What follows belongs to an exercise in optimizing a design on an open flow for small area; a production flow would make more cautious choices. Only simulation tests tie the RTL to the original design; equivalence was not proved. No activity file was given, so power comes from the tool's default toggle rates.

`design/flow/config.mk`:
```
export PLATFORM = sky130hd
export DESIGN_NAME = ub_top
export DESIGN_NICKNAME = ub_top
export VERILOG_FILES = /design/flow/design.v
export SDC_FILE = /design/flow/constraint.sdc
export NUM_CORES = 4
export LEC_CHECK = 0
export CAP_MARGIN = 20
export CORE_MARGIN = 2
export CORE_UTILIZATION = 40
export SLEW_MARGIN = 20
```
`design/flow/design.v`:
```
`default_nettype none
package ub_pkg;
    typedef logic [16-1:0] ub_word_t;
    typedef ub_word_t [8-1:0] act_row_t;
    typedef struct packed {
        logic                  cyc;
        logic                  stb;
        logic                  we;
        logic [6-1:0] adr;
        logic [16-1:0] dat;
    } wb_req_t;
    typedef struct packed {
        logic                 en;
        logic [3-1:0] col;
        ub_word_t             data;
    } bank_wr_t;
    typedef struct packed {
        ub_word_t data;
        logic     last;  
    } stream_beat_t;
    typedef enum logic {
        S_IDLE,
        S_RUN
    } stream_state_t;
endpackage
`default_nettype wire
`default_nettype none
`timescale 1ns/1ps
module ub_top (
    input  wire                                  clk,
    input  wire                                  reset,
    input  wire                                  wb_cyc,
    input  wire                                  wb_stb,
    input  wire                                  wb_we,
    input  wire [6-1:0]                 wb_adr,
    input  wire [16-1:0]                 wb_dat,
    output wire                                  wb_ack,
    input  wire                                  store,
    input  wire [8-1:0]                   acc_full,
    input  wire [8*8*16-1:0] acc_rows,
    input  wire                                  ext_start,
    output wire [16-1:0]                 out_data,
    output wire                                  out_last,
    output wire                                  out_valid,
    input  wire                                  out_ready
);
    localparam int W     = 16;
    localparam int WORDS = 8 * 8;
    logic ack;
    wire  take = wb_cyc && wb_stb && !ack && !store;
    always_ff @(posedge clk) begin
        if (reset) ack <= 1'b0;
        else       ack <= take;
    end
    assign wb_ack = ack;
    logic [WORDS*W-1:0] mem_n;
    wire         st   = store && !reset;                    
    wire [W-1:0] datg = wb_dat & {W{!reset && !store}};     
    wire         hw   = take && wb_we;                      
    for (genvar w = 0; w < WORDS; w++) begin : g_word
        wire en = reset || (store && acc_full[w / 8]) || (hw && wb_adr == w);
        always_ff @(posedge clk) begin
            if (en) mem_n[w*W +: W] <= ~(({W{st}} & acc_rows[w*W +: W]) | datg);
        end
    end
    logic                  run;
    logic [6-1:0] ptr;    
    logic [W-1:0]          beat;
    wire last = (ptr == '0);       
    wire load = run ? (out_ready && !last) : ext_start;
    always_ff @(posedge clk) begin
        if (reset) begin
            run <= 1'b0;
            ptr <= '0;
        end else begin
            if (!run) begin
                if (ext_start) run <= 1'b1;
            end else if (out_ready && last) begin
                run <= 1'b0;
            end
            if (load) ptr <= ptr + 1'b1;
        end
    end
    logic [W-1:0] rd_n;
    always_comb begin
        rd_n = '0;
        for (int w = 0; w < WORDS; w++)
            rd_n = rd_n | (mem_n[w*W +: W] & {W{ptr == w}});
    end
    always_ff @(posedge clk) begin
        if (load) beat <= ~rd_n;
    end
    assign out_valid = run;
    assign out_data  = beat;
    assign out_last  = last;
endmodule
`default_nettype wire
```
`design/flow/run.sh`:
```
#!/bin/bash
# synth_recipe.tcl (not shown) runs the flow's synth.tcl, then flattens the netlist and writes it again
# the make line also repeats each setting of config.mk as NAME=value (left out here)
make -C /OpenROAD-flow-scripts/flow DESIGN_CONFIG=/design/flow/config.mk WORK_HOME=/design/flow/orfs CLKGATE_MAP_FILE= SYNTH_SCRIPT=/design/flow/synth_recipe.tcl finish
```
`design/flow/constraint.sdc`:
```
create_clock -name core_clock -period 5.0 [get_ports {clk}]
set_input_delay 1.0000 -clock core_clock [delete_from_list [all_inputs] [get_ports {clk}]]
set_output_delay 1.0000 -clock core_clock [all_outputs]
set_load 0.01 [all_outputs]
```
==> results.txt, run 1 <==
The run finished with no timing, DRC or antenna violations. STA puts the critical path data arrival time at 3100 ps. Endpoint class of the critical path: a primary output.

The tools report the hold path startpoint as ack$_SDFF_PP0_. The leading area contributor after synthesis was edfxtp_1. Number of violations reported at the end of detailed-routing iteration 0: 6241.

The starting density of the core was 0.4018. The row count is 123. The maximum vdd drop was 0.0002498 V; the total length of routed met2 wires was 114400 um. The max-slew violation count is 0, and the count of port buffers added during placement is 1080. The first detailed-routing pass took 7 iterations.

Buffers added to address setup during post-CTS repair amount to 0. Yosys mapped a number of flops with a built-in enable equal to 1040. Most used flip-flop cell after synthesis: edfxtp_1.

The setup path with the least slack is of type reg -> out. The floorplan step set the die height to 339.7 um. Using the TritonRoute via totals, the vias-per-cell ratio works out to 6.537. Measured along the x axis, the die boundary spans 339.7 um. The number of standard cells after synthesis came out at 3485.

The critical path's slowest cell was nor2_4. The count of clock tree sinks came out at 1048. For this design the ratio of total power to cell area is 362.4 mW/mm^2.

The path class of the tightest hold or removal check is reg -> reg. Synthesis instantiated 53 different standard cells from the library. The routed length on met3 is 29200 um, and the first-pass GRT wire length is 325200 um. The number of buffers added to fix hold violations after cts is 0, and the final weighted congestion in routability-driven placement is 1.011. For this block, the via count after detailed routing is 39.84k.

The clock passes through at most 3 buffers. Clock-pin slew was measured on the worst setup and hold paths at 60 ps. The tools report the quantity of gates resized following cts as 0. For this run the aggregate overflow at the end of global routing stands at 0.

The core region is 0.1122 mm^2. Maximum achievable frequency: 244.2 MHz. The endpoint identified for the worst register-to-register timing path is beat[1]$_DFFE_PP_.

The H-tree generated during clock tree synthesis spans 3 levels. Counting the fill cells in the layout gives 9451. The routed length on met1 was 87140 um; the total non-filler cell area in the finished layout was 0.06184 mm^2.

For the pin with the worst max-slew slack, the measured transition is 1211 ps. The worst hold slack across all endpoints was 481.0 ps. The startpoint identified for the worst register-to-register timing path is ptr[0]$_SDFFE_PP0P_. The commonest cells after synthesis are a21oi_1, edfxtp_1, a22oi_1. The worst path needs 4095 ps of the cycle, external delays included.

The run gives 37.89k as the number of global-route vias before repair. The number of warnings issued by yosys was 1. TritonCTS built the clock tree. The run gives 4551 as the post-synthesis net count. Async set-or-reset flop fraction in the synthesized netlist: 0. The run gives 1081 as the number of I/O pins.

The tools report the number of failing setup endpoints in the final timing report as 0. The number of clock buffers added by TritonCTS is 112. The startpoint kind of the worst setup timing path is a register. Summed over all nets, the half-perimeter wirelength after detailed placement is 187800 um.

From synthesis to final layout, the design area changed by 37.19%. The logs give 76 for the number of antenna violations at the first check in global routing and 0 for the final number of hold-violating endpoints. For this design the static power due to leakage is 20.16 nW.

Clock skew on the completed layout was measured at 26.83 ps. The portion of synthesized cell area occupied by the leading cell type works out to 0.6929. The proportion of synthesized chip area in sequential cells came out at 0.6964. For the worst setup path, the data required time is 4000 ps. For the remaining number of nets flagged by the antenna check after routing, the log shows 0. The synthesized area per cell was 12.93 um^2. Yosys attributes the largest share of cell area to edfxtp_1, a21oi_1, a22oi_1. Combined global-route utilization of all metal layers: 0.4148. After detailed routing, no signal wire sits above met5. For the final routed database, the setup TNS stands at 0 ps. a21oi_1 is the most common cell in the netlist.

The share of the cycle needed by the critical path after routing was 0.8191; the routed wire length was 247700 um. On the worst path, the slowest cell contributes a delay of 800 ps. Walking the worst path, the cells encountered are nor2_4 > and3_1 > clkdlybuf4s50_1. The number of max-capacitance violations reported is 0. The worst-case reg-to-reg path depth was 8; the headroom to the max-slew limit was 0.1925.

Proportion of layout cells with a drive suffix above 1: 0.09402. For this run, design rule violations remaining after detail routing come to 0. Setup repair after global routing left no endpoint under its margin.

The number of cells traversed by the worst hold path was 1; the cell area after placement was 0.05815 mm^2. After synthesis the netlist holds a flip-flop and latch count of 1048. The tree is rooted in a clkbuf_16. In the final routed layout, each cell accounts on average for 40.63 um. The maximum number of pins on one net before global-route repair came out at 195. For hold timing, the worst endpoint is ack$_SDFF_PP0_.

In the final design database the tool counted 5525 nets. The setup slack of the worst register-to-register path was 930 ps. The floorplan step defined a die boundary enclosing 0.1154 mm^2. The maximum fanout along the worst path is 23, and the total power consumption of the routed design is 22.41 mW. Clock latency on the worst-skew pair, taken at its later pin, is 720 ps.

The area of the mapped netlist came out at 0.04507 mm^2.
-- layout by cell type, fill, tap and decap left out, types with 8 or more instances in the layout --
cell,instances
diode_2,43
edfxtp_1,1040
clkbuf_1,19
nand2_1,33
nand4_1,48
o22ai_1,31
clkdlybuf4s50_1,1080
and2_4,15
nor4_1,15
mux2i_1,32
clkinv_1,31
and4_1,16
o21ai_1,16
o211ai_1,15
clkbuf_16,114
buf_4,141
a22oi_1,294
mux2_2,16
o21ai_0,19
nor2_1,70
bufinv_16,11
o21ai_2,48
buf_12,23
nand3_1,70
a222oi_1,16
a221oi_1,34
a22o_1,31
a21oi_1,1065
and3_1,29
and2_1,8
a32oi_1,34
nand4b_1,14
clkinv_2,19
-- sequential cells by signal, indices dropped and copies added, names as in the netlist --
signal  cells
beat       16
mem_n    1024
ack         1
ptr         6
run         1
-- metal layers --
metal	track usage	vias up
li1	-	15890
met1	0.5181	19930
met2	0.6532	3332
met3	0.1099	639
met4	0.2375	56
met5	0	-
-- metrics by stage --
step | worst slack, ps | cells | util
floorplan | 1377 | 3485 | -
global placement | 783.1 | 5844 | 0.5177
detailed placement | 777.8 | 5845 | 0.5183
CTS | 960.8 | 6052 | 0.5502
global route | 901.7 | 6084 | 0.5509
finish | 904.6 | 6095 | 0.5512
-- power by group --
group	internal (mW)	total, mW	switching [mW]
Clock	4.73	8.38	3.66
Sequential	10.8	11.1	0.335
Combinational	1.24	2.90	1.66
-- area by class of cell --
type                       count  area [um^2]  share of cell area
antenna                       43        107.6            0.001740
clock buffer                 133         2924             0.04729
multi-input combinational   2050        12540              0.2027
sequential                  1048        31390              0.5077
tap                         1500         1877             0.03035
timing repair buffer        1244        12330              0.1994
inverter                       3        11.26           0.0001821
clock inverter                74        660.6             0.01068
-- critical path, delay by kind of cell, from the launching register on --
kind          cells  cell delay, ps
flops             1             470
simple gates      2            1210
buf+inv           1             680
-- worst max-delay path by stage --
stage | startpoint | end | cells after the start
finish | ptr[3]$_SDFFE_PP0P_ | out_last | 3
global route | ptr[2]$_SDFFE_PP0P_ | out_last | 3
CTS | ptr[3]$_SDFFE_PP0P_ | out_last | 3
detailed placement | store | mem_n[746]$_DFFE_PP_ | 8
global placement | store | mem_n[229]$_DFFE_PP_ | 8
floorplan | store | mem_n[464]$_DFFE_PP_ | 6
-- cells by family (layout without fill, tap and decap cells) --
kind of cell	after synthesis	after routing	share of synthesized area
AOI/OAI and AO/OA	1630	1630	0.2112
DFF	1048	1048	0.6964
buffers and inverters	387	1454	0.03398
and+or+nand+nor	363	363	0.04519
muxes	48	48	0.01110
xor gates and xnor gates	5	5	0.0009718
adders and majority gates	4	4	0.001110
other	0	43	0
==> inputs of run 2 (changes only) <==
==> design/flow/flow/run.sh (new file) <==
#!/bin/bash
# The standard layout, with small buffers on the ports and no CTS dummy loads
set -euo pipefail
bash standard.sh \
  'BUFFER_PORTS_ARGS=-buffer_cell sky130_fd_sc_hd__buf_1' \
  'CTS_ARGS=-sink_clustering_enable -repair_clock_nets -dont_use_dummy_load' \
  finish > make_finish.log 2>&1
==> design/flow/standard.sh (new file) <==
#!/bin/bash
# synth_recipe.tcl (not shown) runs the flow's synth.tcl, then flattens the netlist and writes it again
# the make line also repeats each setting of config.mk as NAME=value (left out here)
make -C /OpenROAD-flow-scripts/flow DESIGN_CONFIG=/design/flow/config.mk WORK_HOME=/design/flow/orfs CLKGATE_MAP_FILE= SYNTH_SCRIPT=/design/flow/synth_recipe.tcl "${@:-finish}"
--- a/design/flow/config.mk
+++ b/design/flow/config.mk
@@ -7,5 +7,6 @@
 export LEC_CHECK = 0
 export CAP_MARGIN = 20
 export CORE_MARGIN = 2
-export CORE_UTILIZATION = 40
+export CORE_UTILIZATION = 60
+export CTS_BUF_LIST = sky130_fd_sc_hd__clkbuf_4 sky130_fd_sc_hd__clkbuf_8
 export SLEW_MARGIN = 20
removed: design/flow/run.sh
==> results.txt, run 2 <==
The synthesized design spends more area on one cell type than any other, namely edfxtp_1. The flow did not finish. The area of the mapped netlist came out at 0.04507 mm^2 (unchanged). For this run, the leading register cell type out of synthesis is edfxtp_1. The first error in the log reads "[ERROR PPL-0024] Number of IO pins (1081) exceeds maximum number of available positions (1002). Increase the die perimeter from 1112.34um to 1470.16um".

The most common cell in the synthesized netlist is a21oi_1. The die width was 278.1 um (-18%); the number of synthesized register bits was 1048 (unchanged). The portion of synthesized cell area occupied by the leading cell type was 0.6929 (unchanged); the post-synthesis net count was 4551 (unchanged).

Last stage reached: I/O pin placement (3_2_place_iop). The row count was 100 (-19%); the number of enable flip-flop cells after synthesis was 1040 (unchanged). The run gives 3485 (unchanged) as the number of standard cells after synthesis. For the number of warnings issued by yosys, the log shows 1 (unchanged). The y dimension of the die was 278.1 um (-18%). The async set-or-reset flop fraction in the synthesized netlist works out to 0 (unchanged). The commonest cells after synthesis are a21oi_1, edfxtp_1, a22oi_1.

In the post-synthesis netlist, the biggest area contributors are edfxtp_1, a21oi_1, a22oi_1. The proportion of synthesized chip area in sequential cells is 0.6964 (unchanged), and the starting density of the core is 0.6054 (+0.2037). The count of cell types in the netlist was 53 (unchanged); the synthesized area per cell was 12.93 um^2 (unchanged).
==> run 2: cells by family after synthesis <==
kind of cell / after synthesis / synth area share
compound gates: 1630 / 0.2112
xor+xnor: 5 / 0.0009718
fa+ha+maj: 4 / 0.001110
buf+inv: 387 / 0.03398
flops: 1048 / 0.6964
mux: 48 / 0.01110
simple gates: 363 / 0.04519
==> inputs of run 3 (changes only) <==
--- a/design/flow/config.mk
+++ b/design/flow/config.mk
@@ -7,6 +7,6 @@
 export LEC_CHECK = 0
 export CAP_MARGIN = 20
 export CORE_MARGIN = 2
-export CORE_UTILIZATION = 60
+export CORE_UTILIZATION = 40
 export CTS_BUF_LIST = sky130_fd_sc_hd__clkbuf_4 sky130_fd_sc_hd__clkbuf_8
 export SLEW_MARGIN = 20
==> results.txt, run 3 <==
For the worst flop-to-flop path, the logic depth is 7. For this run the aggregate overflow at the end of global routing stands at 0. Post-CTS repair changed the size of 0 cells. STA classifies the critical path startpoint as a register. The largest registers in the layout are mem_n x1024, beat x16, ptr x6. The post-synthesis net count was 4551 (unchanged); the proportion of layout cells with a drive suffix above 1 was 0.08659. For this block, the routed nets add up to 249200 um of wire. The starting density of the core is 0.4018 (-0.2037). The detailed router finished its first iteration with 6672 violations. The largest register by flop count was mem_n. Setup repair after global routing left no endpoint under its margin. The y dimension of the die was 339.7 um (+22%).

For this design, the sink count on the clock tree is 1048. The number of enable flip-flop cells after synthesis is 1040 (unchanged), and the die width is 339.7 um (+22%). Across the VDD grid, the largest voltage drop is 0.0002514 V.

After synthesis, the most frequently instantiated cells are a21oi_1, edfxtp_1, a22oi_1. The number of synthesized register bits came out at 1048 (unchanged). The first global-routing pass estimated 325700 um of wire. For this run, design rule violations remaining after detail routing come to 0. The run gives 3 as the worst-case clock buffer depth. Dividing the detail-routed wire length by the instance count gives 41.63 um. The library cell used most frequently in the layout, excluding fill and tap cells, is buf_1. The combined global-route utilization of all metal layers came out at 0.4186.

The clock root buffer master is clkbuf_16. The synthesized area per cell was 12.93 um^2 (unchanged); the H-tree level count was 3. Buffers placed on the I/O ports in this run total 1080. The required time at the worst-slack endpoint came out at 4000 ps. Clock tree synthesis inserted a total of 111 buffers. Most used flip-flop cell after synthesis: edfxtp_1. The tools report the count of cell types in the netlist as 53 (unchanged). The number of antenna violations at the first check in global routing was 78; the total power consumption of the routed design was 20.68 mW. The maximum achievable frequency was 223.0 MHz. The tool flagged a number of max-cap violations equal to 0. Setup total negative slack on the finished layout was measured at 0 ps. Data on the critical path arrives at its endpoint at 3490 ps. The max-slew violation count is 0.

Most common cell in the synthesized netlist: a21oi_1. The critical path is of the reg -> out type. The total leakage power came out at 16.78 nW. TritonCTS built the clock tree. The beginning of the critical path was ptr[4]$_SDFFE_PP0P_. The tools report the final layout net count as 5526. The run gives 0 as the post-CTS setup buffer count. Routability-driven placement finished with a final weighted congestion of 0.9960.

The synthesized design spends more area on one cell type than any other, namely edfxtp_1. Entering global routing, the biggest net connects 181 pins. In the routed layout, each cell is associated on average with a via count of 6.629.

For the total number of vias, the log shows 39.69k. The path class of the tightest hold or removal check is reg -> reg. The tools report the endpoint class of the critical path as a primary output. The run gives 0 as the final number of hold-violating endpoints.

The insertion delay of the later-clocked pin in the worst-skew pair is 720 ps. In the post-synthesis netlist, the biggest area contributors are edfxtp_1, a21oi_1, a22oi_1. The die covers 0.1154 mm^2. 1081 I/O pins were placed. In this run the worst path has a maximum fanout of 23.

The detail route stage leaves a number of antenna-violating nets equal to 0. The headroom to the max-slew limit is 0.1959, and the number of buffers added to fix hold violations after cts is 0. Portion of synthesized cell area occupied by the leading cell type: 0.6929 (unchanged). The share of the cycle needed by the critical path after routing was 0.8971. Before antenna repair, the detailed router went through 6 iterations. The row count was 123 (+23%); the number of standard cells after synthesis was 3485 (unchanged). The startpoint identified for the worst register-to-register timing path is ptr[2]$_SDFFE_PP0P_. The tools report the half-perimeter wire length after placement as 190000 um. The proportion of synthesized chip area in sequential cells was 0.6964 (unchanged); the measured slew at the worst slew-check pin was 1206 ps. In this run the power density over the cells is 382.1 mW/mm^2. The flow ran to the end and the layout has no timing, DRC or antenna violations. The async set-or-reset flop fraction in the synthesized netlist was 0 (unchanged); the minimum clock period was 4485 ps.

From synthesis to final layout, the design area changed by 20.09%. The register with the most flip-flops in the layout has 1024 of them. The tools report the hold path startpoint as ack$_SDFF_PP0_. The number of global-route vias before repair is 37.78k, and the number of cells traversed by the worst hold path is 1. The core region is 0.1122 mm^2. After clock tree synthesis, the clock-pin slew on the worst setup and hold paths is 60 ps. The area of the mapped netlist is 0.04507 mm^2 (unchanged), and the post-route clock skew is 59.97 ps. The number of failing setup endpoints in the final timing report was 0; the number of warnings issued by yosys was 1 (unchanged). In the layout the commonest cells are buf_1, a21oi_1, edfxtp_1.
-- run 3: kinds of logic (layout without fill, tap and decap cells) --
group / count (synthesis) / after routing / synth area share
other cells: 0 / 29 / 0
xor+xnor: 5 / 5 / 0.0009718
compound gates: 1630 / 1630 / 0.2112
flops: 1048 / 1048 / 0.6964
buf+inv: 387 / 1360 / 0.03398
mux: 48 / 48 / 0.01110
fa+ha+maj: 4 / 4 / 0.001110
simple gates: 363 / 363 / 0.04519
-- run 3: final cells by class --
cell class                      instances  area, um^2
Inverter                                3       11.26
Fill cell                           10250       58060
Sequential cell                      1048       31390
Multi-Input combinational cell       2050       12560
Antenna cell                           29       72.57
Tap cell                             1500        1877
Clock buffer                          111        2778
Timing Repair Buffer                 1246        5435
-- run 3: final timing paths --
kind	slack [ps]	to
setup / recovery	510	out_last
hold / removal	470	ack$_SDFF_PP0_
setup reg to reg	920	beat[1]$_DFFE_PP_
hold reg to reg	470	ack$_SDFF_PP0_
-- run 3: critical path, stage by stage (launching register included) --
cell     delay [ps]
dfxtp_2         460
buf_4           290
nor2_4          710
and3_1          940
buf_1           330
-- run 3: metal layers --
metal / global-route usage / part of all wire / vias to the layer above
met5: 0 / 0.0021 / -
met4: 0.2353 / 0.070 / 82
met3: 0.1043 / 0.11 / 712
met2: 0.6545 / 0.46 / 3302
met1: 0.5330 / 0.36 / 19830
li1: - / - / 15770
-- run 3: through the flow --
step,hold slack [ps],std cells,setup WS [ps],util,area (um^2)
after floorplan,488.7,3485,1377,-,45070
after global placement,449.6,5845,1080,0.4564,51210
after detailed placement,443.1,5847,1088,0.4568,51250
after CTS,463.7,5958,447.4,0.4815,54030
after global routing,508.0,5977,540.7,0.4822,54100
final,470.1,5987,514.7,0.4825,54130
-- run 3: report_power, final --
| part | leakage (nW) | switching, mW | internal [mW] | total [mW] |
|---|---|---|---|---|
| Combinational | 5.16 | 1.67 | 0.652 | 2.32 |
| Clock | 1.37 | 3.28 | 3.86 | 7.14 |
| Sequential | 10.3 | 0.423 | 10.8 | 11.2 |
| Total | 16.8 | 5.37 | 15.3 | 20.7 |

==> port drivers added, routing unchanged <==
The flow's constraints put no driver on any port. The routed layouts listed below were extracted and timed again, unchanged, in two steps.
Step 1, drivers: a clkbuf_16 drives clk and a buf_2 each remaining input, both assumed.
Step 2 adds t to the input delays and takes it off the output delays; t is the mean of the earliest and latest rising clock arrival at the registers after step 1. Input paths then give back, and output paths get back, about the clock's delay inside the block.
Slacks: no drivers / after step 1 / after step 2; pairs: no drivers / after step 1.
run | shift t [ns] | setup WS [ns] | worst setup path after step 2
run 1 | 0.791 | 0.905 / 0.825 / 0.620 | input to register
run 3 | 0.773 | 0.515 / 0.433 / 0.923 | register to register
After both steps setup and hold are still met in every run listed. The setup slack of run 1, which loses most, moves by -0.080 ns with the drivers and by -0.285 ns with both steps.
